Background: an optimization exercise with open tools, aiming at small area, a short achievable clock period and few clock cycles per item. Do not read the settings as production practice.
RTL that was checked went through simulation tests only; none was proved equivalent to the original.
Only the layout flow was run in run 3; the RTL was not checked for function there.
No activity file was given, so power comes from the tool's default toggle rates.

--- flow/run.sh ---
#!/bin/bash
# synth_recipe.tcl (not shown) runs the flow's synth.tcl, then flattens the netlist and writes it again
# the make line also repeats each setting of config.mk as NAME=value (left out here)
make -C /OpenROAD-flow-scripts/flow DESIGN_CONFIG=/design/flow/config.mk WORK_HOME=/design/flow/orfs CLKGATE_MAP_FILE= SYNTH_SCRIPT=/design/flow/synth_recipe.tcl finish
--- flow/config.mk ---
export PLATFORM = sky130hd
export DESIGN_NAME = servo_slew_limiter
export DESIGN_NICKNAME = servo_slew_limiter
export VERILOG_FILES = /design/flow/design.v
export SDC_FILE = /design/flow/constraint.sdc
export NUM_CORES = 4
export LEC_CHECK = 0
export CAP_MARGIN = 20
export CORE_MARGIN = 2
export CORE_UTILIZATION = 40
export PLACE_DENSITY = 0.6
export SETUP_SLACK_MARGIN = 5
export SLEW_MARGIN = 20
--- flow/constraint.sdc ---
create_clock -name core_clock -period 9.0 [get_ports {clk}]
set_input_delay 1.8000 -clock core_clock [delete_from_list [all_inputs] [get_ports {clk}]]
set_output_delay 1.8000 -clock core_clock [all_outputs]
set_load 0.01 [all_outputs]
--- flow/design.v ---
package sasl_pkg;
    localparam logic [7:0]  ANGLE_HOME        = 8'd90;
    localparam logic [7:0]  RAMP_STEP_RST     = 8'd3;
    localparam logic [15:0] RAMP_INTERVAL_RST = 16'd8;
    localparam logic [11:0] PULSE_MIN_RST     = 12'd1000;
    localparam logic [11:0] PULSE_MAX_RST     = 12'd2000;
endpackage
module servo_angle_slew_limiter_core (
    input  logic        clk,
    input  logic        rst_n,
    input  logic        cmd_valid,
    output logic        cmd_stall,
    input  logic        cmd_op,
    input  logic [15:0] cmd_raw_angle,
    output logic        res_valid,
    input  logic        res_stall,
    output logic [7:0]  res_target_angle,
    output logic [7:0]  res_current_angle,
    output logic [11:0] res_target_pulse_us,
    output logic [11:0] res_drive_pulse_us,
    output logic        res_drive_updated,
    input  logic        cfg_valid,
    output logic        cfg_ready,
    input  logic [1:0]  cfg_index,
    input  logic [15:0] cfg_data
);
    logic [7:0]  step_r;
    logic [15:0] itv_r;
    logic [11:0] pmin_r, pmax_r;
    logic [19:0] kx_r;
    logic        neg_r;
    logic [4:0]  seq_r;
    logic        busy;
    logic [7:0]  now_r, goal_r;
    logic [15:0] cnt_r;
    logic        s1_valid_r, s1_goal_r, s1_moved_r;
    logic [7:0]  x_r;     
    logic        res_valid_r, res_moved_r;
    logic [7:0]  res_goal_r, res_now_r;
    logic [11:0] pg_s_r, pg_t_r, pn_s_r, pn_t_r;
    logic        pg_c_r, pn_c_r;
    logic        accept, xfer, out_free;
    assign cfg_ready = 1'b1;
    assign busy      = (seq_r != 5'd0);
    assign out_free  = !res_valid_r || !res_stall;
    assign xfer      = s1_valid_r && out_free;
    assign cmd_stall = busy || (s1_valid_r && res_valid_r && res_stall);
    assign accept    = cmd_valid && !cmd_stall;
    always_ff @(posedge clk or negedge rst_n)
    begin
        if (!rst_n)
        begin
            step_r <= sasl_pkg::RAMP_STEP_RST;
            itv_r  <= sasl_pkg::RAMP_INTERVAL_RST;
            pmin_r <= sasl_pkg::PULSE_MIN_RST;
            pmax_r <= sasl_pkg::PULSE_MAX_RST;
        end
        else if (cfg_valid)
        begin
            case (cfg_index)
                2'd0: step_r <= cfg_data[7:0];
                2'd1: itv_r  <= cfg_data;
                2'd2: pmin_r <= cfg_data[11:0];
                2'd3: pmax_r <= cfg_data[11:0];
            endcase
        end
    end
    always_ff @(posedge clk or negedge rst_n)
    begin
        if (!rst_n)
            seq_r <= 5'd23;
        else if (cfg_valid)
            seq_r <= 5'd23;
        else if (busy)
            seq_r <= seq_r - 5'd1;
    end
    logic [12:0] span;
    logic [11:0] mx_div;
    logic [8:0]  trial;
    logic        qbit;
    assign span   = {1'b0, pmax_r} - {1'b0, pmin_r};
    assign mx_div = span[11:0] ^ {12{span[12]}};
    assign trial  = {pg_s_r[7:0], kx_r[19]};
    assign qbit   = (trial >= 9'd180);
    always_ff @(posedge clk)
    begin
        if (seq_r == 5'd23)
        begin
            neg_r <= span[12];
            kx_r  <= {mx_div[4:0], span[12] ? 15'h7fff : 15'd179};
        end
        else if (seq_r > 5'd2)
            kx_r  <= {kx_r[18:0], qbit ^ neg_r};
    end
    logic [11:0] mac_s, mac_t;
    logic        mac_c;
    logic [12:0] pg_sum, pn_sum;
    sasl_pulse_mac u_mac (
        .x    (x_r),
        .k    (kx_r),
        .pmin (pmin_r),
        .neg  (neg_r),
        .s    (mac_s),
        .t    (mac_t),
        .c    (mac_c)
    );
    assign pg_sum = {pg_s_r, 1'b1} + {pg_t_r, pg_c_r};
    assign pn_sum = {pn_s_r, 1'b1} + {pn_t_r, pn_c_r};
    assign res_valid           = res_valid_r;
    assign res_target_angle    = res_goal_r;
    assign res_current_angle   = res_now_r;
    assign res_target_pulse_us = pg_sum[12:1];
    assign res_drive_pulse_us  = pn_sum[12:1];
    assign res_drive_updated   = res_moved_r;
    logic        raw_big, raw_mid;
    logic [8:0]  raw_half;
    logic [7:0]  goal_set;
    logic [15:0] cnt_inc;
    logic        fire, up, snap_up, snap_dn;
    logic [8:0]  now_up, now_dn;
    logic [7:0]  now_step;
    logic        move;
    assign raw_big  = (cmd_raw_angle[14:0] > 15'd360);
    assign raw_mid  = (cmd_raw_angle[8:0] > 9'd180);
    assign raw_half = {1'b0, cmd_raw_angle[8:1]} + {8'd0, cmd_raw_angle[0]};
    assign goal_set = cmd_raw_angle[15] ? 8'd0
                    : raw_big           ? 8'd180
                    : raw_mid           ? raw_half[7:0]
                    :                     cmd_raw_angle[7:0];
    assign cnt_inc  = cnt_r + 16'd1;
    assign fire     = (cnt_inc >= itv_r);
    assign up       = (goal_r > now_r);
    assign now_up   = {1'b0, now_r} + {1'b0, step_r};
    assign now_dn   = {1'b0, now_r} - {1'b0, step_r};
    assign snap_up  = now_up[8] | (now_up[7:0] >= goal_r);
    assign snap_dn  = now_dn[8] | (now_dn[7:0] <= goal_r);
    assign now_step = up ? (snap_up ? goal_r : now_up[7:0])
                         : (snap_dn ? goal_r : now_dn[7:0]);
    assign move     = fire && (now_r != goal_r) && (step_r != 8'd0);
    always_ff @(posedge clk or negedge rst_n)
    begin
        if (!rst_n)
        begin
            now_r       <= sasl_pkg::ANGLE_HOME;
            goal_r      <= sasl_pkg::ANGLE_HOME;
            cnt_r       <= 16'd0;
            s1_valid_r  <= 1'b0;
            res_valid_r <= 1'b0;
        end
        else
        begin
            if (accept)
            begin
                if (cmd_op)
                    goal_r <= goal_set;
                else
                begin
                    cnt_r <= fire ? 16'd0 : cnt_inc;
                    if (move)
                        now_r <= now_step;
                end
            end
            if (accept)
                s1_valid_r <= 1'b1;
            else if (xfer)
                s1_valid_r <= 1'b0;
            if (xfer)
                res_valid_r <= 1'b1;
            else if (!res_stall)
                res_valid_r <= 1'b0;
        end
    end
    always_ff @(posedge clk)
    begin
        if (accept)
        begin
            s1_goal_r  <= cmd_op;
            s1_moved_r <= !cmd_op && move;
            x_r        <= cmd_op ? goal_set : (move ? now_step : now_r);
        end
        else if (seq_r == 5'd3)
            x_r <= goal_r;
        else if (seq_r == 5'd2)
            x_r <= now_r;
        if (xfer)
        begin
            res_goal_r  <= goal_r;
            res_now_r   <= now_r;
            res_moved_r <= s1_moved_r;
        end
        if (seq_r == 5'd23)
            pg_s_r[7:0] <= {1'b0, mx_div[11:5]};
        else if (seq_r > 5'd2)
            pg_s_r[7:0] <= qbit ? 8'(trial - 9'd180) : trial[7:0];
        if ((xfer && s1_goal_r) || seq_r == 5'd2)
        begin
            pg_s_r <= mac_s;
            pg_t_r <= mac_t;
            pg_c_r <= mac_c;
        end
        if ((xfer && !s1_goal_r) || seq_r == 5'd1)
        begin
            pn_s_r <= mac_s;
            pn_t_r <= mac_t;
            pn_c_r <= mac_c;
        end
    end
endmodule
module sasl_pulse_mac (
    input  logic [7:0]  x,
    input  logic [19:0] k,
    input  logic [11:0] pmin,
    input  logic        neg,
    output logic [11:0] s,
    output logic [11:0] t,
    output logic        c
);
    logic w1, w2, w3, w4, w5, w6, w7, w8, w9, w10, w11, w12, w13, w14, w15, w16, w17, w18, w19, w20, w21, w22, w23, w24, w25, w26, w27, w28, w29, w30, w31, w32, w33, w34, w35, w36, w37, w38, w39, w40, w41, w42, w43, w44, w45, w46, w47, w48, w49, w50, w51, w52, w53, w54, w55, w56, w57, w58, w59, w60, w61, w62, w63, w64, w65, w66, w67, w68, w69, w70, w71, w72, w73, w74, w75, w76, w77, w78, w79, w80, w81, w82, w83, w84, w85, w86, w87, w88, w89, w90, w91, w92, w93, w94, w95, w96, w97, w98, w99, w100, w101, w102, w103, w104, w105, w106, w107, w108, w109, w110, w111, w112, w113, w114, w115, w116, w117, w118, w119, w120, w121, w122, w123, w124, w125, w126, w127, w128, w129, w130, w131, w132, w133, w134, w135, w136, w137, w138, w139, w140, w141, w142, w143, w144, w145, w146, w147, w148, w149, w150, w151, w152, w153, w154, w155, w156, w157, w158, w159, w160, w161, w162, w163, w164, w165, w166, w167, w168, w169, w170, w171, w172, w173, w174, w175, w176, w177, w178, w179, w180, w181, w182, w183, w184, w185, w186, w187, w188, w189, w190, w191, w192, w193, w194, w195, w196, w197, w198, w199, w200, w201, w202, w203, w204, w205, w206, w207, w208, w209, w210, w211, w212, w213, w214, w215, w216, w217, w218, w219, w220, w221, w222, w223, w224, w225, w226, w227, w228, w229, w230, w231, w232, w233, w234, w235, w236, w237, w238, w239, w240, w241, w242, w243, w244, w245, w246, w247, w248, w249, w250, w251, w252, w253, w254;
    logic [14:0] lo_a, lo_b;
    logic [15:0] lo_sum;
    assign w1 = (x[0] & k[5]) ^ (x[1] & k[4]);
    assign w2 = (x[0] & k[5]) & (x[1] & k[4]);
    assign w3 = (x[0] & k[6]) ^ (x[1] & k[5]) ^ (x[2] & k[4]);
    assign w4 = ((x[0] & k[6]) & (x[1] & k[5])) | ((x[0] & k[6]) & (x[2] & k[4])) | ((x[1] & k[5]) & (x[2] & k[4]));
    assign w5 = (x[3] & k[3]) ^ (x[4] & k[2]);
    assign w6 = (x[3] & k[3]) & (x[4] & k[2]);
    assign w7 = (x[0] & k[7]) ^ (x[1] & k[6]) ^ (x[2] & k[5]);
    assign w8 = ((x[0] & k[7]) & (x[1] & k[6])) | ((x[0] & k[7]) & (x[2] & k[5])) | ((x[1] & k[6]) & (x[2] & k[5]));
    assign w9 = (x[3] & k[4]) ^ (x[4] & k[3]) ^ (x[5] & k[2]);
    assign w10 = ((x[3] & k[4]) & (x[4] & k[3])) | ((x[3] & k[4]) & (x[5] & k[2])) | ((x[4] & k[3]) & (x[5] & k[2]));
    assign w11 = (x[0] & k[8]) ^ (x[1] & k[7]) ^ (x[2] & k[6]);
    assign w12 = ((x[0] & k[8]) & (x[1] & k[7])) | ((x[0] & k[8]) & (x[2] & k[6])) | ((x[1] & k[7]) & (x[2] & k[6]));
    assign w13 = (x[3] & k[5]) ^ (x[4] & k[4]) ^ (x[5] & k[3]);
    assign w14 = ((x[3] & k[5]) & (x[4] & k[4])) | ((x[3] & k[5]) & (x[5] & k[3])) | ((x[4] & k[4]) & (x[5] & k[3]));
    assign w15 = (x[0] & k[9]) ^ (x[1] & k[8]) ^ (x[2] & k[7]);
    assign w16 = ((x[0] & k[9]) & (x[1] & k[8])) | ((x[0] & k[9]) & (x[2] & k[7])) | ((x[1] & k[8]) & (x[2] & k[7]));
    assign w17 = (x[3] & k[6]) ^ (x[4] & k[5]) ^ (x[5] & k[4]);
    assign w18 = ((x[3] & k[6]) & (x[4] & k[5])) | ((x[3] & k[6]) & (x[5] & k[4])) | ((x[4] & k[5]) & (x[5] & k[4]));
    assign w19 = (x[0] & k[10]) ^ (x[1] & k[9]) ^ (x[2] & k[8]);
    assign w20 = ((x[0] & k[10]) & (x[1] & k[9])) | ((x[0] & k[10]) & (x[2] & k[8])) | ((x[1] & k[9]) & (x[2] & k[8]));
    assign w21 = (x[3] & k[7]) ^ (x[4] & k[6]) ^ (x[5] & k[5]);
    assign w22 = ((x[3] & k[7]) & (x[4] & k[6])) | ((x[3] & k[7]) & (x[5] & k[5])) | ((x[4] & k[6]) & (x[5] & k[5]));
    assign w23 = (x[0] & k[11]) ^ (x[1] & k[10]) ^ (x[2] & k[9]);
    assign w24 = ((x[0] & k[11]) & (x[1] & k[10])) | ((x[0] & k[11]) & (x[2] & k[9])) | ((x[1] & k[10]) & (x[2] & k[9]));
    assign w25 = (x[3] & k[8]) ^ (x[4] & k[7]) ^ (x[5] & k[6]);
    assign w26 = ((x[3] & k[8]) & (x[4] & k[7])) | ((x[3] & k[8]) & (x[5] & k[6])) | ((x[4] & k[7]) & (x[5] & k[6]));
    assign w27 = (x[0] & k[12]) ^ (x[1] & k[11]) ^ (x[2] & k[10]);
    assign w28 = ((x[0] & k[12]) & (x[1] & k[11])) | ((x[0] & k[12]) & (x[2] & k[10])) | ((x[1] & k[11]) & (x[2] & k[10]));
    assign w29 = (x[3] & k[9]) ^ (x[4] & k[8]) ^ (x[5] & k[7]);
    assign w30 = ((x[3] & k[9]) & (x[4] & k[8])) | ((x[3] & k[9]) & (x[5] & k[7])) | ((x[4] & k[8]) & (x[5] & k[7]));
    assign w31 = (x[0] & k[13]) ^ (x[1] & k[12]) ^ (x[2] & k[11]);
    assign w32 = ((x[0] & k[13]) & (x[1] & k[12])) | ((x[0] & k[13]) & (x[2] & k[11])) | ((x[1] & k[12]) & (x[2] & k[11]));
    assign w33 = (x[3] & k[10]) ^ (x[4] & k[9]) ^ (x[5] & k[8]);
    assign w34 = ((x[3] & k[10]) & (x[4] & k[9])) | ((x[3] & k[10]) & (x[5] & k[8])) | ((x[4] & k[9]) & (x[5] & k[8]));
    assign w35 = (x[0] & k[14]) ^ (x[1] & k[13]) ^ (x[2] & k[12]);
    assign w36 = ((x[0] & k[14]) & (x[1] & k[13])) | ((x[0] & k[14]) & (x[2] & k[12])) | ((x[1] & k[13]) & (x[2] & k[12]));
    assign w37 = (x[3] & k[11]) ^ (x[4] & k[10]) ^ (x[5] & k[9]);
    assign w38 = ((x[3] & k[11]) & (x[4] & k[10])) | ((x[3] & k[11]) & (x[5] & k[9])) | ((x[4] & k[10]) & (x[5] & k[9]));
    assign w39 = (x[0] & k[15]) ^ (x[1] & k[14]) ^ (x[2] & k[13]);
    assign w40 = ((x[0] & k[15]) & (x[1] & k[14])) | ((x[0] & k[15]) & (x[2] & k[13])) | ((x[1] & k[14]) & (x[2] & k[13]));
    assign w41 = (x[3] & k[12]) ^ (x[4] & k[11]) ^ (x[5] & k[10]);
    assign w42 = ((x[3] & k[12]) & (x[4] & k[11])) | ((x[3] & k[12]) & (x[5] & k[10])) | ((x[4] & k[11]) & (x[5] & k[10]));
    assign w43 = (x[0] & k[16]) ^ (x[1] & k[15]) ^ (x[2] & k[14]);
    assign w44 = ((x[0] & k[16]) & (x[1] & k[15])) | ((x[0] & k[16]) & (x[2] & k[14])) | ((x[1] & k[15]) & (x[2] & k[14]));
    assign w45 = (x[3] & k[13]) ^ (x[4] & k[12]) ^ (x[5] & k[11]);
    assign w46 = ((x[3] & k[13]) & (x[4] & k[12])) | ((x[3] & k[13]) & (x[5] & k[11])) | ((x[4] & k[12]) & (x[5] & k[11]));
    assign w47 = (x[0] & k[17]) ^ (x[1] & k[16]) ^ (x[2] & k[15]);
    assign w48 = ((x[0] & k[17]) & (x[1] & k[16])) | ((x[0] & k[17]) & (x[2] & k[15])) | ((x[1] & k[16]) & (x[2] & k[15]));
    assign w49 = (x[3] & k[14]) ^ (x[4] & k[13]) ^ (x[5] & k[12]);
    assign w50 = ((x[3] & k[14]) & (x[4] & k[13])) | ((x[3] & k[14]) & (x[5] & k[12])) | ((x[4] & k[13]) & (x[5] & k[12]));
    assign w51 = (x[0] & k[18]) ^ (x[1] & k[17]) ^ (x[2] & k[16]);
    assign w52 = ((x[0] & k[18]) & (x[1] & k[17])) | ((x[0] & k[18]) & (x[2] & k[16])) | ((x[1] & k[17]) & (x[2] & k[16]));
    assign w53 = (x[3] & k[15]) ^ (x[4] & k[14]) ^ (x[5] & k[13]);
    assign w54 = ((x[3] & k[15]) & (x[4] & k[14])) | ((x[3] & k[15]) & (x[5] & k[13])) | ((x[4] & k[14]) & (x[5] & k[13]));
    assign w55 = (x[0] & k[19]) ^ (x[1] & k[18]) ^ (x[2] & k[17]);
    assign w56 = ((x[0] & k[19]) & (x[1] & k[18])) | ((x[0] & k[19]) & (x[2] & k[17])) | ((x[1] & k[18]) & (x[2] & k[17]));
    assign w57 = (x[3] & k[16]) ^ (x[4] & k[15]) ^ (x[5] & k[14]);
    assign w58 = ((x[3] & k[16]) & (x[4] & k[15])) | ((x[3] & k[16]) & (x[5] & k[14])) | ((x[4] & k[15]) & (x[5] & k[14]));
    assign w59 = (x[1] & k[19]) ^ (x[2] & k[18]) ^ (x[3] & k[17]);
    assign w60 = ((x[1] & k[19]) & (x[2] & k[18])) | ((x[1] & k[19]) & (x[3] & k[17])) | ((x[2] & k[18]) & (x[3] & k[17]));
    assign w61 = (x[4] & k[16]) ^ (x[5] & k[15]) ^ ((x[6] & k[14]) | (x[7] & k[13]));
    assign w62 = ((x[4] & k[16]) & (x[5] & k[15])) | ((x[4] & k[16]) & ((x[6] & k[14]) | (x[7] & k[13]))) | ((x[5] & k[15]) & ((x[6] & k[14]) | (x[7] & k[13])));
    assign w63 = (x[2] & k[19]) ^ (x[3] & k[18]) ^ (x[4] & k[17]);
    assign w64 = ((x[2] & k[19]) & (x[3] & k[18])) | ((x[2] & k[19]) & (x[4] & k[17])) | ((x[3] & k[18]) & (x[4] & k[17]));
    assign w65 = (x[5] & k[16]) ^ ((x[6] & k[15]) | (x[7] & k[14])) ^ pmin[6];
    assign w66 = ((x[5] & k[16]) & ((x[6] & k[15]) | (x[7] & k[14]))) | ((x[5] & k[16]) & pmin[6]) | (((x[6] & k[15]) | (x[7] & k[14])) & pmin[6]);
    assign w67 = (x[3] & k[19]) ^ (x[4] & k[18]) ^ (x[5] & k[17]);
    assign w68 = ((x[3] & k[19]) & (x[4] & k[18])) | ((x[3] & k[19]) & (x[5] & k[17])) | ((x[4] & k[18]) & (x[5] & k[17]));
    assign w69 = (x[0] & k[3]) ^ (x[1] & k[2]);
    assign w70 = (x[0] & k[3]) & (x[1] & k[2]);
    assign w71 = (x[0] & k[4]) ^ (x[1] & k[3]) ^ (x[2] & k[2]);
    assign w72 = ((x[0] & k[4]) & (x[1] & k[3])) | ((x[0] & k[4]) & (x[2] & k[2])) | ((x[1] & k[3]) & (x[2] & k[2]));
    assign w73 = (x[3] & k[1]) ^ (x[4] & k[0]);
    assign w74 = (x[3] & k[1]) & (x[4] & k[0]);
    assign w75 = w1 ^ (x[2] & k[3]) ^ (x[3] & k[2]);
    assign w76 = (w1 & (x[2] & k[3])) | (w1 & (x[3] & k[2])) | ((x[2] & k[3]) & (x[3] & k[2]));
    assign w77 = (x[4] & k[1]) ^ (x[5] & k[0]) ^ neg;
    assign w78 = ((x[4] & k[1]) & (x[5] & k[0])) | ((x[4] & k[1]) & neg) | ((x[5] & k[0]) & neg);
    assign w79 = w3 ^ w5 ^ (x[5] & k[1]);
    assign w80 = (w3 & w5) | (w3 & (x[5] & k[1])) | (w5 & (x[5] & k[1]));
    assign w81 = ((x[6] & k[0])) ^ neg ^ w2;
    assign w82 = (((x[6] & k[0])) & neg) | (((x[6] & k[0])) & w2) | (neg & w2);
    assign w83 = w7 ^ w9 ^ ((x[6] & k[1]) | (x[7] & k[0]));
    assign w84 = (w7 & w9) | (w7 & ((x[6] & k[1]) | (x[7] & k[0]))) | (w9 & ((x[6] & k[1]) | (x[7] & k[0])));
    assign w85 = neg ^ w4 ^ w6;
    assign w86 = (neg & w4) | (neg & w6) | (w4 & w6);
    assign w87 = w11 ^ w13 ^ ((x[6] & k[2]) | (x[7] & k[1]));
    assign w88 = (w11 & w13) | (w11 & ((x[6] & k[2]) | (x[7] & k[1]))) | (w13 & ((x[6] & k[2]) | (x[7] & k[1])));
    assign w89 = neg ^ w8 ^ w10;
    assign w90 = (neg & w8) | (neg & w10) | (w8 & w10);
    assign w91 = w15 ^ w17 ^ ((x[6] & k[3]) | (x[7] & k[2]));
    assign w92 = (w15 & w17) | (w15 & ((x[6] & k[3]) | (x[7] & k[2]))) | (w17 & ((x[6] & k[3]) | (x[7] & k[2])));
    assign w93 = neg ^ w12 ^ w14;
    assign w94 = (neg & w12) | (neg & w14) | (w12 & w14);
    assign w95 = w19 ^ w21 ^ ((x[6] & k[4]) | (x[7] & k[3]));
    assign w96 = (w19 & w21) | (w19 & ((x[6] & k[4]) | (x[7] & k[3]))) | (w21 & ((x[6] & k[4]) | (x[7] & k[3])));
    assign w97 = neg ^ w16 ^ w18;
    assign w98 = (neg & w16) | (neg & w18) | (w16 & w18);
    assign w99 = w23 ^ w25 ^ ((x[6] & k[5]) | (x[7] & k[4]));
    assign w100 = (w23 & w25) | (w23 & ((x[6] & k[5]) | (x[7] & k[4]))) | (w25 & ((x[6] & k[5]) | (x[7] & k[4])));
    assign w101 = neg ^ w20 ^ w22;
    assign w102 = (neg & w20) | (neg & w22) | (w20 & w22);
    assign w103 = w27 ^ w29 ^ ((x[6] & k[6]) | (x[7] & k[5]));
    assign w104 = (w27 & w29) | (w27 & ((x[6] & k[6]) | (x[7] & k[5]))) | (w29 & ((x[6] & k[6]) | (x[7] & k[5])));
    assign w105 = neg ^ w24 ^ w26;
    assign w106 = (neg & w24) | (neg & w26) | (w24 & w26);
    assign w107 = w31 ^ w33 ^ ((x[6] & k[7]) | (x[7] & k[6]));
    assign w108 = (w31 & w33) | (w31 & ((x[6] & k[7]) | (x[7] & k[6]))) | (w33 & ((x[6] & k[7]) | (x[7] & k[6])));
    assign w109 = neg ^ w28 ^ w30;
    assign w110 = (neg & w28) | (neg & w30) | (w28 & w30);
    assign w111 = w35 ^ w37 ^ ((x[6] & k[8]) | (x[7] & k[7]));
    assign w112 = (w35 & w37) | (w35 & ((x[6] & k[8]) | (x[7] & k[7]))) | (w37 & ((x[6] & k[8]) | (x[7] & k[7])));
    assign w113 = neg ^ w32 ^ w34;
    assign w114 = (neg & w32) | (neg & w34) | (w32 & w34);
    assign w115 = w39 ^ w41 ^ ((x[6] & k[9]) | (x[7] & k[8]));
    assign w116 = (w39 & w41) | (w39 & ((x[6] & k[9]) | (x[7] & k[8]))) | (w41 & ((x[6] & k[9]) | (x[7] & k[8])));
    assign w117 = pmin[0] ^ w36 ^ w38;
    assign w118 = (pmin[0] & w36) | (pmin[0] & w38) | (w36 & w38);
    assign w119 = w43 ^ w45 ^ ((x[6] & k[10]) | (x[7] & k[9]));
    assign w120 = (w43 & w45) | (w43 & ((x[6] & k[10]) | (x[7] & k[9]))) | (w45 & ((x[6] & k[10]) | (x[7] & k[9])));
    assign w121 = pmin[1] ^ w40 ^ w42;
    assign w122 = (pmin[1] & w40) | (pmin[1] & w42) | (w40 & w42);
    assign w123 = w47 ^ w49 ^ ((x[6] & k[11]) | (x[7] & k[10]));
    assign w124 = (w47 & w49) | (w47 & ((x[6] & k[11]) | (x[7] & k[10]))) | (w49 & ((x[6] & k[11]) | (x[7] & k[10])));
    assign w125 = pmin[2] ^ w44 ^ w46;
    assign w126 = (pmin[2] & w44) | (pmin[2] & w46) | (w44 & w46);
    assign w127 = w51 ^ w53 ^ ((x[6] & k[12]) | (x[7] & k[11]));
    assign w128 = (w51 & w53) | (w51 & ((x[6] & k[12]) | (x[7] & k[11]))) | (w53 & ((x[6] & k[12]) | (x[7] & k[11])));
    assign w129 = pmin[3] ^ w48 ^ w50;
    assign w130 = (pmin[3] & w48) | (pmin[3] & w50) | (w48 & w50);
    assign w131 = w55 ^ w57 ^ ((x[6] & k[13]) | (x[7] & k[12]));
    assign w132 = (w55 & w57) | (w55 & ((x[6] & k[13]) | (x[7] & k[12]))) | (w57 & ((x[6] & k[13]) | (x[7] & k[12])));
    assign w133 = pmin[4] ^ w52 ^ w54;
    assign w134 = (pmin[4] & w52) | (pmin[4] & w54) | (w52 & w54);
    assign w135 = w59 ^ w61 ^ pmin[5];
    assign w136 = (w59 & w61) | (w59 & pmin[5]) | (w61 & pmin[5]);
    assign w137 = (neg & x[0]) ^ w56 ^ w58;
    assign w138 = ((neg & x[0]) & w56) | ((neg & x[0]) & w58) | (w56 & w58);
    assign w139 = w63 ^ w65 ^ (neg & ~x[1]);
    assign w140 = (w63 & w65) | (w63 & (neg & ~x[1])) | (w65 & (neg & ~x[1]));
    assign w141 = (neg & ~x[0]) ^ w60 ^ w62;
    assign w142 = ((neg & ~x[0]) & w60) | ((neg & ~x[0]) & w62) | (w60 & w62);
    assign w143 = w67 ^ ((x[6] & k[16]) | (x[7] & k[15])) ^ pmin[7];
    assign w144 = (w67 & ((x[6] & k[16]) | (x[7] & k[15]))) | (w67 & pmin[7]) | (((x[6] & k[16]) | (x[7] & k[15])) & pmin[7]);
    assign w145 = (neg & ~x[2]) ^ w64 ^ w66;
    assign w146 = ((neg & ~x[2]) & w64) | ((neg & ~x[2]) & w66) | (w64 & w66);
    assign w147 = (x[4] & k[19]) ^ (x[5] & k[18]) ^ ((x[6] & k[17]) | (x[7] & k[16]));
    assign w148 = ((x[4] & k[19]) & (x[5] & k[18])) | ((x[4] & k[19]) & ((x[6] & k[17]) | (x[7] & k[16]))) | ((x[5] & k[18]) & ((x[6] & k[17]) | (x[7] & k[16])));
    assign w149 = pmin[8] ^ (neg & ~x[3]) ^ w68;
    assign w150 = (pmin[8] & (neg & ~x[3])) | (pmin[8] & w68) | ((neg & ~x[3]) & w68);
    assign w151 = (x[5] & k[19]) ^ ((x[6] & k[18]) | (x[7] & k[17])) ^ pmin[9];
    assign w152 = ((x[5] & k[19]) & ((x[6] & k[18]) | (x[7] & k[17]))) | ((x[5] & k[19]) & pmin[9]) | (((x[6] & k[18]) | (x[7] & k[17])) & pmin[9]);
    assign w153 = (x[0] & k[2]) ^ (x[1] & k[1]);
    assign w154 = (x[0] & k[2]) & (x[1] & k[1]);
    assign w155 = w69 ^ (x[2] & k[1]) ^ (x[3] & k[0]);
    assign w156 = (w69 & (x[2] & k[1])) | (w69 & (x[3] & k[0])) | ((x[2] & k[1]) & (x[3] & k[0]));
    assign w157 = w71 ^ w73 ^ neg;
    assign w158 = (w71 & w73) | (w71 & neg) | (w73 & neg);
    assign w159 = w75 ^ w77 ^ w72;
    assign w160 = (w75 & w77) | (w75 & w72) | (w77 & w72);
    assign w161 = w79 ^ w81 ^ w76;
    assign w162 = (w79 & w81) | (w79 & w76) | (w81 & w76);
    assign w163 = w83 ^ w85 ^ w80;
    assign w164 = (w83 & w85) | (w83 & w80) | (w85 & w80);
    assign w165 = w87 ^ w89 ^ w84;
    assign w166 = (w87 & w89) | (w87 & w84) | (w89 & w84);
    assign w167 = w91 ^ w93 ^ w88;
    assign w168 = (w91 & w93) | (w91 & w88) | (w93 & w88);
    assign w169 = w95 ^ w97 ^ w92;
    assign w170 = (w95 & w97) | (w95 & w92) | (w97 & w92);
    assign w171 = w99 ^ w101 ^ w96;
    assign w172 = (w99 & w101) | (w99 & w96) | (w101 & w96);
    assign w173 = w103 ^ w105 ^ w100;
    assign w174 = (w103 & w105) | (w103 & w100) | (w105 & w100);
    assign w175 = w107 ^ w109 ^ w104;
    assign w176 = (w107 & w109) | (w107 & w104) | (w109 & w104);
    assign w177 = w111 ^ w113 ^ w108;
    assign w178 = (w111 & w113) | (w111 & w108) | (w113 & w108);
    assign w179 = w115 ^ w117 ^ w112;
    assign w180 = (w115 & w117) | (w115 & w112) | (w117 & w112);
    assign w181 = w119 ^ w121 ^ w116;
    assign w182 = (w119 & w121) | (w119 & w116) | (w121 & w116);
    assign w183 = w123 ^ w125 ^ w120;
    assign w184 = (w123 & w125) | (w123 & w120) | (w125 & w120);
    assign w185 = w127 ^ w129 ^ w124;
    assign w186 = (w127 & w129) | (w127 & w124) | (w129 & w124);
    assign w187 = w131 ^ w133 ^ w128;
    assign w188 = (w131 & w133) | (w131 & w128) | (w133 & w128);
    assign w189 = w135 ^ w137 ^ w132;
    assign w190 = (w135 & w137) | (w135 & w132) | (w137 & w132);
    assign w191 = w139 ^ w141 ^ w136;
    assign w192 = (w139 & w141) | (w139 & w136) | (w141 & w136);
    assign w193 = w143 ^ w145 ^ w140;
    assign w194 = (w143 & w145) | (w143 & w140) | (w145 & w140);
    assign w195 = w147 ^ w149 ^ w144;
    assign w196 = (w147 & w149) | (w147 & w144) | (w149 & w144);
    assign w197 = w151 ^ (neg & ~x[4]) ^ w148;
    assign w198 = (w151 & (neg & ~x[4])) | (w151 & w148) | ((neg & ~x[4]) & w148);
    assign w199 = ((x[6] & k[19]) | (x[7] & k[18])) ^ pmin[10] ^ (neg & ~x[5]);
    assign w200 = (((x[6] & k[19]) | (x[7] & k[18])) & pmin[10]) | (((x[6] & k[19]) | (x[7] & k[18])) & (neg & ~x[5])) | (pmin[10] & (neg & ~x[5]));
    assign w201 = ((x[7] & k[19])) ^ pmin[11];
    assign w202 = ((x[7] & k[19])) & pmin[11];
    assign w203 = (x[0] & k[1]) ^ (x[1] & k[0]);
    assign w204 = (x[0] & k[1]) & (x[1] & k[0]);
    assign w205 = w153 ^ (x[2] & k[0]) ^ neg;
    assign w206 = (w153 & (x[2] & k[0])) | (w153 & neg) | ((x[2] & k[0]) & neg);
    assign w207 = w155 ^ neg ^ w154;
    assign w208 = (w155 & neg) | (w155 & w154) | (neg & w154);
    assign w209 = w157 ^ w70 ^ w156;
    assign w210 = (w157 & w70) | (w157 & w156) | (w70 & w156);
    assign w211 = w159 ^ w74 ^ w158;
    assign w212 = (w159 & w74) | (w159 & w158) | (w74 & w158);
    assign w213 = w161 ^ w78 ^ w160;
    assign w214 = (w161 & w78) | (w161 & w160) | (w78 & w160);
    assign w215 = w163 ^ w82 ^ w162;
    assign w216 = (w163 & w82) | (w163 & w162) | (w82 & w162);
    assign w217 = w165 ^ w86 ^ w164;
    assign w218 = (w165 & w86) | (w165 & w164) | (w86 & w164);
    assign w219 = w167 ^ w90 ^ w166;
    assign w220 = (w167 & w90) | (w167 & w166) | (w90 & w166);
    assign w221 = w169 ^ w94 ^ w168;
    assign w222 = (w169 & w94) | (w169 & w168) | (w94 & w168);
    assign w223 = w171 ^ w98 ^ w170;
    assign w224 = (w171 & w98) | (w171 & w170) | (w98 & w170);
    assign w225 = w173 ^ w102 ^ w172;
    assign w226 = (w173 & w102) | (w173 & w172) | (w102 & w172);
    assign w227 = w175 ^ w106 ^ w174;
    assign w228 = (w175 & w106) | (w175 & w174) | (w106 & w174);
    assign w229 = w177 ^ w110 ^ w176;
    assign w230 = (w177 & w110) | (w177 & w176) | (w110 & w176);
    assign w231 = w179 ^ w114 ^ w178;
    assign w232 = (w179 & w114) | (w179 & w178) | (w114 & w178);
    assign w233 = w181 ^ w118 ^ w180;
    assign w234 = (w181 & w118) | (w181 & w180) | (w118 & w180);
    assign w235 = w183 ^ w122 ^ w182;
    assign w236 = (w183 & w122) | (w183 & w182) | (w122 & w182);
    assign w237 = w185 ^ w126 ^ w184;
    assign w238 = (w185 & w126) | (w185 & w184) | (w126 & w184);
    assign w239 = w187 ^ w130 ^ w186;
    assign w240 = (w187 & w130) | (w187 & w186) | (w130 & w186);
    assign w241 = w189 ^ w134 ^ w188;
    assign w242 = (w189 & w134) | (w189 & w188) | (w134 & w188);
    assign w243 = w191 ^ w138 ^ w190;
    assign w244 = (w191 & w138) | (w191 & w190) | (w138 & w190);
    assign w245 = w193 ^ w142 ^ w192;
    assign w246 = (w193 & w142) | (w193 & w192) | (w142 & w192);
    assign w247 = w195 ^ w146 ^ w194;
    assign w248 = (w195 & w146) | (w195 & w194) | (w146 & w194);
    assign w249 = w197 ^ w150 ^ w196;
    assign w250 = (w197 & w150) | (w197 & w196) | (w150 & w196);
    assign w251 = w199 ^ w152 ^ w198;
    assign w252 = (w199 & w152) | (w199 & w198) | (w152 & w198);
    assign w253 = w201 ^ (neg & ~x[6]) ^ w200;
    assign w254 = (w201 & (neg & ~x[6])) | (w201 & w200) | ((neg & ~x[6]) & w200);
    assign lo_a = {w229, w227, w225, w223, w221, w219, w217, w215, w213, w211, w209, w207, w205, w203, (x[0] & k[0])};
    assign lo_b = {w228, w226, w224, w222, w220, w218, w216, w214, w212, w210, w208, w206, w204, neg, neg};
    assign lo_sum = {1'b0, lo_a} + {1'b0, lo_b};
    assign c = lo_sum[15];
    assign s = {w253, w251, w249, w247, w245, w243, w241, w239, w237, w235, w233, w231};
    assign t = {w252, w250, w248, w246, w244, w242, w240, w238, w236, w234, w232, w230};
endmodule
module servo_slew_limiter (
    input  logic        clk,
    input  logic        rst_n,
    input  logic        cmd_valid,
    output logic        cmd_stall,
    input  logic        cmd_op,
    input  logic [15:0] cmd_raw_angle,
    output logic        res_valid,
    input  logic        res_stall,
    output logic [7:0]  res_target_angle,
    output logic [7:0]  res_current_angle,
    output logic [11:0] res_target_pulse_us,
    output logic [11:0] res_drive_pulse_us,
    output logic        res_drive_updated,
    input  logic        cfg_valid,
    output logic        cfg_ready,
    input  logic [1:0]  cfg_index,
    input  logic [15:0] cfg_data
);
    servo_angle_slew_limiter_core u_core (
        .clk                 (clk),
        .rst_n               (rst_n),
        .cmd_valid           (cmd_valid),
        .cmd_stall           (cmd_stall),
        .cmd_op              (cmd_op),
        .cmd_raw_angle       (cmd_raw_angle),
        .res_valid           (res_valid),
        .res_stall           (res_stall),
        .res_target_angle    (res_target_angle),
        .res_current_angle   (res_current_angle),
        .res_target_pulse_us (res_target_pulse_us),
        .res_drive_pulse_us  (res_drive_pulse_us),
        .res_drive_updated   (res_drive_updated),
        .cfg_valid           (cfg_valid),
        .cfg_ready           (cfg_ready),
        .cfg_index           (cfg_index),
        .cfg_data            (cfg_data)
    );
endmodule
==> key figures, run 1 <==
Synth
  – Synth Area in XOR/XNOR: 0.0405
  – Post-synthesis cell type count: 77
  – Synth Instances: between 1500 and 2000
  – Area leader, netlist: edfxtp_1
  – Top cells by area, synth: edfxtp_1 19%, fa_1 16%, dfrtp_1 9.8%
  – Synth warn: 1
  – Syn_nets: about 1800
  – Seq/Total Area, Yosys: 0.336
  – Adder-cell share of the synthesized area: 0.260
  – Most used DFF post-synth: edfxtp_1
  – Synth Area in Compound Gates: 0.121
  – Mux share of post-synthesis cell area: 0.0364
  – Mean post-synth cell area: 10.2 um2
  – Most common cell in the synthesized netlist: inv_1
  – Largest family of logic cells by synthesized area: adder cells
  – Synth cell count leaders: 212 x inv_1, 151 x nand2_1, 124 x fa_1
  – Simple-gate share of the synthesized area: 0.138
  – Share of flip-flops with an asynchronous set or reset: 0.470
  – Seq cells post-synth: between 150 and 200
  – Synth Cell Area: around 15000 um2
  – Post-synth EDFFs: 98
  – Post-synth top area share: 0.192

Routing
  – Drt total wl: between 30 and 40 mm
  – WL met3: ~1.5 mm
  – Drt initial violations: around 570
  – Routed Antenna Nets: 0
  – Drt drc: 0
  – Avg WL per Cell: between 15 and 20 um
  – DR top layer: met4
  – DR vias/cell: about 5.2
  – DRT Pass-1 Iters: 8
  – Met2 Wirelength: ~18 mm
  – Met1 WL: 16.9 mm
  – DR vias: about 11000

CTS
  – CTS Buf Count: 17
  – Clock Root Buffer: clkbuf_16
  – Worst-skew pair later-pin latency: ~450 ps
  – Clk sinks: roughly 190
  – H-tree Lvls: 4
  – Worst-case clock buffer depth: 2
  – CTS tree: yes
  – Clock slew at reported path FFs: around 70 ps

Finish
  – Ant diodes: 0
  – Final instance area: about 18000 um2
  – Area added between synthesis and finish: 20.0%
  – Fraction of layout cells with a size suffix above 1: 0.198
  – Nets: between 1500 and 2000

Worst hold path
  – HP Class: reg2reg

Floorplanning
  – I/O pins: 84
  – Die Area: around 40000 um2
  – Die Y: around 200 um
  – Core area: 37800 um2
  – Starting Density: 0.406
  – Row count: about 70
  – Die Wd: 200 um

Worst setup path
  – Crit path capture type: output port
  – Startpoint types: flop
  – Crit path largest cell delay: between 400 and 500 ps
  – WP data arrival: 2670 ps
  – CP bufs+invs: 1
  – Sequence of cells on the critical path: ha_4 -> nor2b_4 -> o21ai_4 -> a21boi_2 -> o41a_1 -> a41o_1 -> o41ai_2 -> xnor2_1 -> buf_2
  – CP top delay family: compound AO/OA/AOI/OAI gates
  – Req. time, crit path: a little over 7000 ps
  – CP max-delay cell: edfxtp_1
  – Worst-path maximum fanout: 2
  – Critical setup path kind: reg2out

Status
  – Status: timing/DRC/antenna clean

Power
  – Max VDD drop: between 300 and 400 uV
  – PwrDens: 367 nW/um2
  – Leakage: approximately 8.1 nW

Timing
  – Slew @ Worst Pin: slightly below 1000 ps
  – Endpoints failing hold: 0
  – Unrepaired setup endpoints after global routing: true
  – Setup TNS: 0 ps
  – Final Setup Violations: 0
  – Fin crit share: 0.497
  – Clock skew: approximately 14 ps
  – FMAX: roughly 220 MHz
  – Final max-slew violation count: 0
  – Relative slew slack: 0.340
  – Fin crit period: approximately 4500 ps

Placed design
  – Final RePlAce weighted congestion: around 0.85
  – Placed Area: ~17000 um2
  – PortBufs: roughly 80
  – Hpwl dp: 27.6 mm

Run
  – Max-cap violations: 0

GRT
  – Largest net degree at the start of global routing: between 60 and 70
  – Congestion Overflow GR: 0
  – Initial antenna violation count: 0
  – First-pass GRT wire length: slightly below 60 mm
  – GRT Util Overall: 0.193
  – Vias in the first global route: about 11000
## registers in the layout (all words and copies together), names as in the netlist, 12 cells and up
name,count
u_core.itv_r,16
u_core.cnt_r,16
u_core.kx_r,20
u_core.pn_t_r,12
u_core.pg_t_r,12
u_core.pmax_r,12
u_core.pn_s_r,12
u_core.pg_s_r,12
u_core.pmin_r,12
## cell type report
cell class / count / area (um2)
timing repair buffer: 176 / 1490
inverter: 216 / 813
sequential: 185 / 5150
clock buffer: 22 / 485
tap: 511 / 639
clock inverter: 10 / 141
fill: 3455 / 19300
multi-input combinational: 1053 / 9690
## cell families after synthesis
logic type	after synthesis
compound gates	265
xor+xnor	71
fa+ha+maj	244
buf+inv	270
flops	185
mux	50
other cells	1
simple gates	422
## cell usage in the layout (no fill, tap or decap), types with 12 or more instances in the layout
cell / synthesis / layout
o21ai_0: 64 / 49
nand3_1: 31 / 29
mux2_2: 46 / 46
nand2_1: 151 / 143
ha_1: 120 / 103
inv_1: 212 / 205
nor2_1: 59 / 56
dfstp_2: 27 / 27
clkdlybuf4s50_1: 0 / 59
fa_1: 124 / 120
buf_2: 2 / 16
and2_1: 72 / 72
xor2_1: 14 / 13
a21oi_2: 2 / 12
dfrtp_1: 60 / 59
nand2b_1: 18 / 17
edfxtp_1: 98 / 98
a22oi_1: 14 / 13
buf_6: 1 / 17
o21a_1: 23 / 23
nor3_1: 21 / 18
a21o_1: 24 / 24
xnor2_1: 57 / 54
a21oi_1: 40 / 28
buf_4: 4 / 79
clkbuf_16: 0 / 18
## stage by stage
stage	hold slack (ps)	worst slack [ps]	instances	utilization	total power [mW]
6_report	427	4530	2173	0.488	6.76
5_1_grt	448	4410	2173	0.488	7.44
4_1_cts	432	4300	2139	0.472	6.24
3_5_place_dp	420	3820	2053	0.440	5.24
3_3_place_gp	407	3960	2053	0.440	5.16
2_1_floorplan	400	5020	1508	-	4.06
## per-layer routing
layer | vias to the layer above | GRT usage
met2 | 224 | 0.330
met4 | 0 | 0.0508
li1 | 5365 | -
met5 | - | 0
met1 | 5633 | 0.256
met3 | 35 | 0.0297
## worst paths after layout
check	start	to	slack, ps	cells after the start
max	u_core.pn_t_r[1]$_DFFE_PP_	res_drive_pulse_us[11]	4530	9
max in group asynchronous	rst_n	u_core.now_r[0]$_DFFE_PN0P_	6560	2
min in group asynchronous	rst_n	u_core.itv_r[12]$_DFFE_PN0P_	1240	1
min reg2reg	u_core.s1_moved_r$_DFFE_PP_	u_core.res_moved_r$_DFFE_PP_	430	0
min	u_core.s1_moved_r$_DFFE_PP_	u_core.res_moved_r$_DFFE_PP_	430	0
max reg2reg	u_core.kx_r[2]$_DFFE_PP_	u_core.pg_c_r$_DFFE_PP_	4910	13
## report_power, final
part / total [mW] / internal [mW] / switching, mW
combinational: 4.56 / 2.10 / 2.45
clock: 0.800 / 0.470 / 0.330
sequential: 1.40 / 1.26 / 0.146
## repair_timing
action                                  CTS  global route
pin swaps                                52            51
hold endpoints to repair                  0             0
hold buffers                              0             0
endpoints found under the setup margin   63            42
setup buffers                            54            34
resized for setup                       128            92
Testbench counts, summed over its fixed seeds: cycles 24,192, items 24,000.
==> run 2, diff against run 1 <==
--- a/flow/config.mk
+++ b/flow/config.mk
@@ -5,6 +5,7 @@
 export SDC_FILE = /design/flow/constraint.sdc
 export NUM_CORES = 4
 export LEC_CHECK = 0
+export ABC_CLOCK_PERIOD_IN_PS = 4000
 export CAP_MARGIN = 20
 export CORE_MARGIN = 2
 export CORE_UTILIZATION = 40
==> key figures, run 2 <==
Status
  – Status: timing/DRC/antenna clean

Timing
  – Setup TNS: 0 ps
  – Fin worst setup slack: ~4500 ps
  – FMAX: ~220 MHz
  – Final max-slew violation count: 0
  – Hold Slack: roughly 430 ps
  – Relative slew slack: 0.340
  – Final Setup Violations: 0
  – Endpoints failing hold: 0
  – Slew @ Worst Pin: approximately 990 ps
  – Unrepaired setup endpoints after global routing: true
  – Clock skew: 13.6 ps
  – Fin crit share: 0.497
  – Fin crit period: between 4000 and 5000 ps

Floorplanning
  – Core area: around 38000 um2
  – Row count: ~70
  – Starting Density: 0.406
  – Die Wd: around 200 um
  – I/O pins: 84
  – Die Area: around 40000 um2
  – Die Y: ~200 um

CTS
  – Clock Root Buffer: clkbuf_16
  – CTS Buf Count: 17
  – Clk sinks: roughly 190
  – CTS tree: yes
  – Hold Buf Count CTS: 0
  – Clock slew at reported path FFs: roughly 70 ps
  – Worst-case clock buffer depth: 2
  – H-tree Lvls: 4
  – Worst-skew pair later-pin latency: between 400 and 500 ps

GRT
  – Vias in the first global route: roughly 11000
  – First-pass GRT wire length: 59.6 mm
  – GRT Util Overall: 0.193
  – Initial antenna violation count: 0
  – Largest net degree at the start of global routing: 67
  – Congestion Overflow GR: 0

Finish
  – Fraction of layout cells with a size suffix above 1: 0.198
  – Max reg flops: 20
  – Largest Register: u_core.kx_r
  – Final instance area: 18400 um2
  – Largest regs: u_core.kx_r: 20 flops, u_core.cnt_r: 16 flops, u_core.itv_r: 16 flops
  – Area added between synthesis and finish: 20.0%
  – Final core occ: 0.488
  – Commonest cells after routing, fill and taps aside: 205 x inv_1, 143 x nand2_1, 120 x fa_1
  – Ant diodes: 0
  – Nets: 1933
  – Non-filler cells, final: between 2000 and 2500
  – Commonest non-fill, non-tap cell in the layout: inv_1

Worst setup path
  – CP max-delay cell: edfxtp_1
  – Crit path largest cell delay: ~420 ps
  – Crit path capture type: output port
  – CP Launch Point: u_core.pn_t_r[1]$_DFFE_PP_
  – Req. time, crit path: between 7000 and 8000 ps
  – Reg2reg start: u_core.kx_r[2]$_DFFE_PP_
  – Critical setup path kind: reg2out
  – Startpoint types: flop
  – Worst-path maximum fanout: 2
  – WP data arrival: approximately 2700 ps
  – Sequence of cells on the critical path: ha_4 -> nor2b_4 -> o21ai_4 -> a21boi_2 -> o41a_1 -> a41o_1 -> o41ai_2 -> xnor2_1 -> buf_2

Synth
  – Most used DFF post-synth: edfxtp_1
  – Synth Cell Area: ~15000 um2
  – Share of flip-flops with an asynchronous set or reset: 0.470
  – Area leader, netlist: edfxtp_1
  – Mean post-synth cell area: between 10 and 15 um2
  – Top cells by area, synth: edfxtp_1 19%, fa_1 16%, dfrtp_1 9.8%
  – Post-synthesis cell type count: between 70 and 80
  – Post-synth EDFFs: a little under 100
  – Most common cell in the synthesized netlist: inv_1
  – Seq cells post-synth: roughly 190
  – Post-synth top area share: 0.192
  – Syn_nets: ~1800
  – Seq/Total Area, Yosys: 0.336
  – Synth cell count leaders: 212 x inv_1, 151 x nand2_1, 124 x fa_1
  – Synth Instances: between 1500 and 2000
  – Synth warn: 1

Worst hold path
  – HP Class: reg2reg
  – Hold Path Origin: u_core.s1_moved_r$_DFFE_PP_

Placed design
  – Final RePlAce weighted congestion: about 0.85
  – DP Worst Slack: 3820 ps
  – PortBufs: a little over 80
  – Placed Area: approximately 17000 um2
  – Placed cells: 2053
  – Hpwl dp: around 28 mm

Power
  – Overall Power: between 6 and 7 mW
  – Leakage: approximately 8.1 nW
  – Max VDD drop: approximately 340 uV
  – PwrDens: around 370 nW/um2

Routing
  – Drt drc: 0
  – Drt initial violations: between 500 and 600
  – Routed Antenna Nets: 0
  – Drt total wl: 37.3 mm
  – DR vias: about 11000
  – DR vias/cell: approximately 5.2
  – Avg WL per Cell: between 15 and 20 um
  – DRT Pass-1 Iters: 8

Run
  – Max-cap violations: 0
==> run 2: cell families (layout without fill, tap and decap cells) <==
kind of cell               count (synthesis)  in the layout  synth area share
adders and majority gates                244            244             0.260
DFF                                      185            185             0.336
and+or+nand+nor                          422            422             0.138
buffers and inverters                    270            424            0.0677
AOI/OAI and AO/OA                        265            265             0.121
other                                      1              1          0.000244
xor gates and xnor gates                  71             71            0.0405
muxes                                     50             50            0.0364
==> run 2: worst max-delay path, delay by kind of cell (launching register included) <==
kind	cells	cell delay [ps]
AO/OA/AOI/OAI	5	1100
XOR/XNOR	1	170
adder cells (fa/ha/maj)	1	260
buffers and inverters	1	160
flip-flops	1	420
AND/OR/NAND/NOR	1	130
==> run 2: what timing repair did <==
item | CTS | global route
setup endpoints to repair | 63 | 42
setup buffers | 54 | 34
resized for setup | 128 | 92
pin swaps | 52 | 51
==> run 2: where the power goes <==
part,internal [mW],switching (mW),total [mW]
Sequential,1.26,0.146,1.40
Combinational,2.10,2.45,4.56
Clock,0.470,0.330,0.800
==> run 2: area by class of cell <==
cell class / count / area (um2)
clock buffers: 22 / 485
clock inverters: 10 / 141
multi-input cells: 1053 / 9690
fillers: 3455 / 19300
inverters: 216 / 813
flip-flops and latches: 185 / 5150
repair buffers: 176 / 1490
well taps: 511 / 639
==> run 2: routing by layer <==
layer / vias up / track usage / wire length [um]
met1: 5633 / 0.256 / 16900
met3: 35 / 0.0297 / 1460
met5: - / 0 / 0
met4: 0 / 0.0508 / 577
met2: 224 / 0.330 / 18400
li1: 5365 / - / -
==> run 2: path summary, 6_finish.rpt <==
path / to / depth (start not counted) / slack, ps
hold reg to reg: u_core.res_moved_r$_DFFE_PP_ / 0 / 430
min in group asynchronous: u_core.itv_r[12]$_DFFE_PN0P_ / 1 / 1240
max in group asynchronous: u_core.now_r[0]$_DFFE_PN0P_ / 2 / 6560
setup reg to reg: u_core.pg_c_r$_DFFE_PP_ / 13 / 4910
setup / recovery: res_drive_pulse_us[11] / 9 / 4530
hold / removal: u_core.res_moved_r$_DFFE_PP_ / 0 / 430
==> run 3, diff against run 2 <==
--- a/flow/design.v
+++ b/flow/design.v
@@ -35,16 +35,21 @@
     logic [15:0] cnt_r;
     logic        s1_valid_r, s1_goal_r, s1_moved_r;
     logic [7:0]  x_r;     
+    logic        s2_valid_r, s2_goal_r, s2_moved_r;
+    logic [7:0]  s2_goal_ang_r, s2_now_ang_r;
+    logic [11:0] cs_s_r, cs_t_r;
+    logic        cs_c_r;
     logic        res_valid_r, res_moved_r;
     logic [7:0]  res_goal_r, res_now_r;
-    logic [11:0] pg_s_r, pg_t_r, pn_s_r, pn_t_r;
-    logic        pg_c_r, pn_c_r;
-    logic        accept, xfer, out_free;
+    logic [11:0] pg_r, pn_r;
+    logic        accept, x12, x23, out_free, s2_free;
     assign cfg_ready = 1'b1;
     assign busy      = (seq_r != 5'd0);
     assign out_free  = !res_valid_r || !res_stall;
-    assign xfer      = s1_valid_r && out_free;
-    assign cmd_stall = busy || (s1_valid_r && res_valid_r && res_stall);
+    assign s2_free   = !s2_valid_r || out_free;
+    assign x12       = s1_valid_r && s2_free;
+    assign x23       = s2_valid_r && out_free;
+    assign cmd_stall = busy || (s1_valid_r && s2_valid_r && res_valid_r && res_stall);
     assign accept    = cmd_valid && !cmd_stall;
     always_ff @(posedge clk or negedge rst_n)
     begin
@@ -68,9 +73,9 @@
     always_ff @(posedge clk or negedge rst_n)
     begin
         if (!rst_n)
-            seq_r <= 5'd23;
+            seq_r <= 5'd24;
         else if (cfg_valid)
-            seq_r <= 5'd23;
+            seq_r <= 5'd24;
         else if (busy)
             seq_r <= seq_r - 5'd1;
     end
@@ -80,21 +85,21 @@
     logic        qbit;
     assign span   = {1'b0, pmax_r} - {1'b0, pmin_r};
     assign mx_div = span[11:0] ^ {12{span[12]}};
-    assign trial  = {pg_s_r[7:0], kx_r[19]};
+    assign trial  = {pg_r[7:0], kx_r[19]};
     assign qbit   = (trial >= 9'd180);
     always_ff @(posedge clk)
     begin
-        if (seq_r == 5'd23)
+        if (seq_r == 5'd24)
         begin
             neg_r <= span[12];
             kx_r  <= {mx_div[4:0], span[12] ? 15'h7fff : 15'd179};
         end
-        else if (seq_r > 5'd2)
+        else if (seq_r > 5'd3)
             kx_r  <= {kx_r[18:0], qbit ^ neg_r};
     end
-    logic [11:0] mac_s, mac_t;
+    logic [11:0] mac_s, mac_t, pulse;
     logic        mac_c;
-    logic [12:0] pg_sum, pn_sum;
+    logic [12:0] cs_sum;
     sasl_pulse_mac u_mac (
         .x    (x_r),
         .k    (kx_r),
@@ -104,13 +109,13 @@
         .t    (mac_t),
         .c    (mac_c)
     );
-    assign pg_sum = {pg_s_r, 1'b1} + {pg_t_r, pg_c_r};
-    assign pn_sum = {pn_s_r, 1'b1} + {pn_t_r, pn_c_r};
+    assign cs_sum = {cs_s_r, 1'b1} + {cs_t_r, cs_c_r};
+    assign pulse  = cs_sum[12:1];
     assign res_valid           = res_valid_r;
     assign res_target_angle    = res_goal_r;
     assign res_current_angle   = res_now_r;
-    assign res_target_pulse_us = pg_sum[12:1];
-    assign res_drive_pulse_us  = pn_sum[12:1];
+    assign res_target_pulse_us = pg_r;
+    assign res_drive_pulse_us  = pn_r;
     assign res_drive_updated   = res_moved_r;
     logic        raw_big, raw_mid;
     logic [8:0]  raw_half;
@@ -145,6 +150,7 @@
             goal_r      <= sasl_pkg::ANGLE_HOME;
             cnt_r       <= 16'd0;
             s1_valid_r  <= 1'b0;
+            s2_valid_r  <= 1'b0;
             res_valid_r <= 1'b0;
         end
         else
@@ -162,9 +168,13 @@
             end
             if (accept)
                 s1_valid_r <= 1'b1;
-            else if (xfer)
+            else if (x12)
                 s1_valid_r <= 1'b0;
-            if (xfer)
+            if (x12)
+                s2_valid_r <= 1'b1;
+            else if (x23)
+                s2_valid_r <= 1'b0;
+            if (x23)
                 res_valid_r <= 1'b1;
             else if (!res_stall)
                 res_valid_r <= 1'b0;
@@ -178,32 +188,37 @@
             s1_moved_r <= !cmd_op && move;
             x_r        <= cmd_op ? goal_set : (move ? now_step : now_r);
         end
-        else if (seq_r == 5'd3)
+        else if (seq_r == 5'd4)
             x_r <= goal_r;
-        else if (seq_r == 5'd2)
+        else if (seq_r == 5'd3)
             x_r <= now_r;
-        if (xfer)
+        if (x12 || seq_r == 5'd3 || seq_r == 5'd2)
         begin
-            res_goal_r  <= goal_r;
-            res_now_r   <= now_r;
-            res_moved_r <= s1_moved_r;
-        end
-        if (seq_r == 5'd23)
-            pg_s_r[7:0] <= {1'b0, mx_div[11:5]};
-        else if (seq_r > 5'd2)
-            pg_s_r[7:0] <= qbit ? 8'(trial - 9'd180) : trial[7:0];
-        if ((xfer && s1_goal_r) || seq_r == 5'd2)
-        begin
-            pg_s_r <= mac_s;
-            pg_t_r <= mac_t;
-            pg_c_r <= mac_c;
-        end
-        if ((xfer && !s1_goal_r) || seq_r == 5'd1)
-        begin
-            pn_s_r <= mac_s;
-            pn_t_r <= mac_t;
-            pn_c_r <= mac_c;
-        end
+            s2_goal_r <= busy ? (seq_r == 5'd3) : s1_goal_r;
+            cs_s_r    <= mac_s;
+            cs_t_r    <= mac_t;
+            cs_c_r    <= mac_c;
+        end
+        if (x12)
+        begin
+            s2_moved_r    <= s1_moved_r;
+            s2_goal_ang_r <= goal_r;
+            s2_now_ang_r  <= now_r;
+        end
+        if (x23)
+        begin
+            res_goal_r  <= s2_goal_ang_r;
+            res_now_r   <= s2_now_ang_r;
+            res_moved_r <= s2_moved_r;
+        end
+        if (seq_r == 5'd24)
+            pg_r[7:0] <= {1'b0, mx_div[11:5]};
+        else if (seq_r > 5'd3)
+            pg_r[7:0] <= qbit ? 8'(trial - 9'd180) : trial[7:0];
+        if ((x23 || seq_r == 5'd2 || seq_r == 5'd1) && s2_goal_r)
+            pg_r <= pulse;
+        if ((x23 || seq_r == 5'd2 || seq_r == 5'd1) && !s2_goal_r)
+            pn_r <= pulse;
     end
 endmodule
 module sasl_pulse_mac (
--- a/flow/config.mk
+++ b/flow/config.mk
@@ -5,7 +5,6 @@
 export SDC_FILE = /design/flow/constraint.sdc
 export NUM_CORES = 4
 export LEC_CHECK = 0
-export ABC_CLOCK_PERIOD_IN_PS = 4000
 export CAP_MARGIN = 20
 export CORE_MARGIN = 2
 export CORE_UTILIZATION = 40
==> key figures, run 3 <==
Status
  – Status: timing/DRC/antenna clean

Floorplanning
  – Core area: around 39000 um2
  – Die Area: roughly 40000 um2
  – Die Y: about 200 um
  – I/O pins: 84
  – Die Wd: around 200 um
  – Row count: between 70 and 80
  – Starting Density: 0.403

GRT
  – Met3 Use GR: 0.0322
  – Met1 Resource Use GR: 0.257
  – GRT Util Overall: 0.194
  – First-pass GRT wire length: 62.4 mm
  – Most used routing layer: met2
  – M2 GR Usage: 0.327
  – Congestion Overflow GR: 0
  – Largest net degree at the start of global routing: 80
  – Initial antenna violation count: 0
  – Vias in the first global route: about 12000

CTS
  – CTS tree: yes
  – Clock slew at reported path FFs: 60 ps
  – H-tree Lvls: 1
  – Hold Buf Count CTS: 0
  – Clk sinks: roughly 200
  – Clock Root Buffer: clkbuf_16
  – CTS Buf Count: 25
  – Worst-skew pair later-pin latency: about 550 ps
  – Worst-case clock buffer depth: 3

Worst hold path
  – Hold depth: 0
  – Hold Path Origin: u_core.s2_goal_ang_r[3]$_DFFE_PP_
  – HP Class: reg2reg
  – WHS Endpoint: u_core.res_goal_r[3]$_DFFE_PP_

Worst setup path
  – Reg2Reg Setup Slack: 4950 ps
  – Reg2reg start: u_core.kx_r[7]$_SDFFCE_PN1P_
  – CP Launch Point: u_core.kx_r[7]$_SDFFCE_PN1P_
  – Crit path largest cell delay: ~570 ps
  – Reg2reg end: u_core.cs_c_r$_DFFE_PP_
  – CP top delay family: adder cells
  – Crit path capture type: flop
  – Startpoint types: flop
  – Critical setup path kind: reg2reg
  – WP data arrival: about 4400 ps
  – R2R cell count: 16
  – CP bufs+invs: 3
  – CP max-delay cell: fa_1
  – Sequence of cells on the critical path: nand2_1 -> fa_1 -> inv_2 -> fa_1 -> inv_1 -> fa_1 -> fa_1 -> inv_2 -> ha_4 -> a21o_1 -> a21oi_2 -> nor2b_2 -> o21ai_2 -> a21oi_2 -> nor2_1 -> o31ai_1
  – Worst-path maximum fanout: 5
  – Req. time, crit path: around 9300 ps
  – Cell mode on critical path: fa_1

Synth
  – Seq cells post-synth: slightly above 200
  – Synth warn: 1
  – Synth Instances: ~1500
  – Synth cell count leaders: 198 x inv_1, 157 x nand2_1, 123 x fa_1
  – Mean post-synth cell area: approximately 10 um2
  – Synth Cell Area: ~16000 um2
  – Seq/Total Area, Yosys: 0.366
  – Post-synthesis cell type count: 84
  – Most used DFF post-synth: edfxtp_1
  – Top cells by area, synth: edfxtp_1 22%, fa_1 16%, dfrtp_1 10%
  – Share of flip-flops with an asynchronous set or reset: 0.433
  – Post-synth EDFFs: 115
  – Syn_nets: ~1800
  – Area leader, netlist: edfxtp_1
  – Post-synth top area share: 0.222
  – Most common cell in the synthesized netlist: inv_1

Finish
  – Register area: roughly 5700 um2
  – Commonest cells after routing, fill and taps aside: 190 x inv_1, 148 x nand2_1, 118 x fa_1
  – Largest Register: u_core.kx_r
  – Fillers: about 3600
  – Nets: ~1900
  – Max reg flops: 20
  – Largest regs: u_core.kx_r: 20 flops, u_core.cnt_r: 16 flops, u_core.itv_r: 16 flops
  – Multi-input gate area: approximately 9100 um2
  – Commonest non-fill, non-tap cell in the layout: inv_1
  – Fraction of layout cells with a size suffix above 1: 0.155
  – Final core occ: 0.475
  – Final instance area: 18300 um2
  – Ant diodes: 0
  – Area added between synthesis and finish: 17.8%

Routing
  – Avg WL per Cell: approximately 19 um
  – Drt initial violations: roughly 560
  – Drt drc: 0
  – Routed Antenna Nets: 0
  – Drt total wl: 39.7 mm
  – DRT Pass-1 Iters: 5
  – DR vias/cell: approximately 5.3
  – DR vias: roughly 11000

Timing
  – Setup TNS: 0 ps
  – Clock skew: between 10 and 15 ps
  – Slew @ Worst Pin: around 1100 ps
  – Fin worst setup slack: around 4900 ps
  – Fin crit period: between 4000 and 5000 ps
  – FMAX: 247 MHz
  – Relative slew slack: 0.289
  – Unrepaired setup endpoints after global routing: true
  – Final Setup Violations: 0
  – Endpoints failing hold: 0
  – Final max-slew violation count: 0
  – Fin crit share: 0.450

Power
  – Leakage: about 8.0 nW
  – Max VDD drop: 317 uV
  – PwrDens: about 340 nW/um2

Placed design
  – Final RePlAce weighted congestion: 0.890
  – PortBufs: between 80 and 90
  – DP Worst Slack: just over 4000 ps
  – Hpwl dp: 29.1 mm
  – Placed Area: around 17000 um2

Run
  – Max-cap violations: 0
==> run 3: cell types whose count changed after synthesis, moves of 11 or more <==
cell	delta
o21a_1	-17
o21ai_1	+17
xnor2_1	-11
inv_1	-14
o21ai_0	-15
edfxtp_1	+17
==> run 3: routing by layer <==
metal  vias up  part of all wire
li1       5290                 -
met1      5621              0.43
met2       288              0.49
met3        82             0.053
met4         0             0.032
met5         -                 0
==> run 3: through the flow <==
stage	cells	hold WS (ps)	power [mW]
6_report	2147	415	6.17
3_5_place_dp	2040	405	4.63
2_1_floorplan	1494	400	3.76
3_3_place_gp	2040	403	4.48
4_1_cts	2134	415	5.82
5_1_grt	2147	426	6.77
==> run 3: repair_timing <==
item | in CTS | in global routing
resized for setup | 22 | 49
pin swaps | 23 | 34
setup endpoints to repair | 3 | 14
setup buffers | 50 | 13
==> run 3: worst max path at each step <==
stage | to | slack (ps) | cells past startpoint
after floorplan | u_core.cs_c_r$_DFFE_PP_ | 5010 | 17
after global placement | cmd_stall | 4040 | 4
after detailed placement | cmd_stall | 4030 | 4
after CTS | u_core.cs_c_r$_DFFE_PP_ | 4970 | 15
after global routing | u_core.cs_c_r$_DFFE_PP_ | 4800 | 18
final | u_core.cs_c_r$_DFFE_PP_ | 4950 | 16
==> run 3: layout make-up <==
cell class                 instances  area share
multi-input combinational       1030       0.495
sequential                       203       0.310
timing repair buffer             153      0.0745
inverter                         199      0.0408
clock buffer                      28      0.0364
tap                              518      0.0354
clock inverter                    16     0.00737
==> run 3: report_power, final <==
part,switching (mW),internal [mW]
Clock,0.424,0.567
Sequential,0.187,1.24
Combinational,1.99,1.75
Total,2.61,3.56
==> run 3: cells by family after synthesis <==
group                      Yosys count  synth area share
AOI/OAI and AO/OA                  256             0.114
adders and majority gates          233             0.247
other                                1          0.000241
buffers and inverters              261            0.0652
xor gates and xnor gates            62            0.0358
and+or+nand+nor                    431             0.139
muxes                               47            0.0336
DFF                                203             0.366

what the ideal ports hide:
No port has a modelled driver above. Below, the same layouts with a new extraction and two added sets of constraints. Step 1: set_driving_cell puts a clkbuf_16 on clk and a buf_2 on each other input, an assumption about the parent block. Step 2 moves the port delays by t, midway between the first and last clock arrival at a register: inputs arrive t later, outputs are due t later. That takes back most of the time a late clock gives input paths. Three values: no drivers, after step 1, after step 2; two values: the first two.
| run | shift t [ns] | slack for setup (ns) | latest minus earliest clock arrival (ns) | worst register clock-pin slew, ns | worst data-port slew with drivers (ns) |
|---|---|---|---|---|---|
| run 1 | 0.490 | 4.529 / 4.478 / 4.667 | 0.016 / 0.016 | 0.07 / 0.07 | 0.04 |
| run 2 | 0.490 | 4.529 / 4.478 / 4.667 | 0.016 / 0.016 | 0.07 / 0.07 | 0.04 |
| run 3 | 0.599 | 4.946 / 4.946 / 4.592 | 0.015 / 0.015 | 0.07 / 0.07 | 0.05 |
After both steps setup and hold are still met in every run listed. For run 3, which loses most, drivers alone change the setup slack by 0.000 ns; drivers and shift together by -0.354 ns.
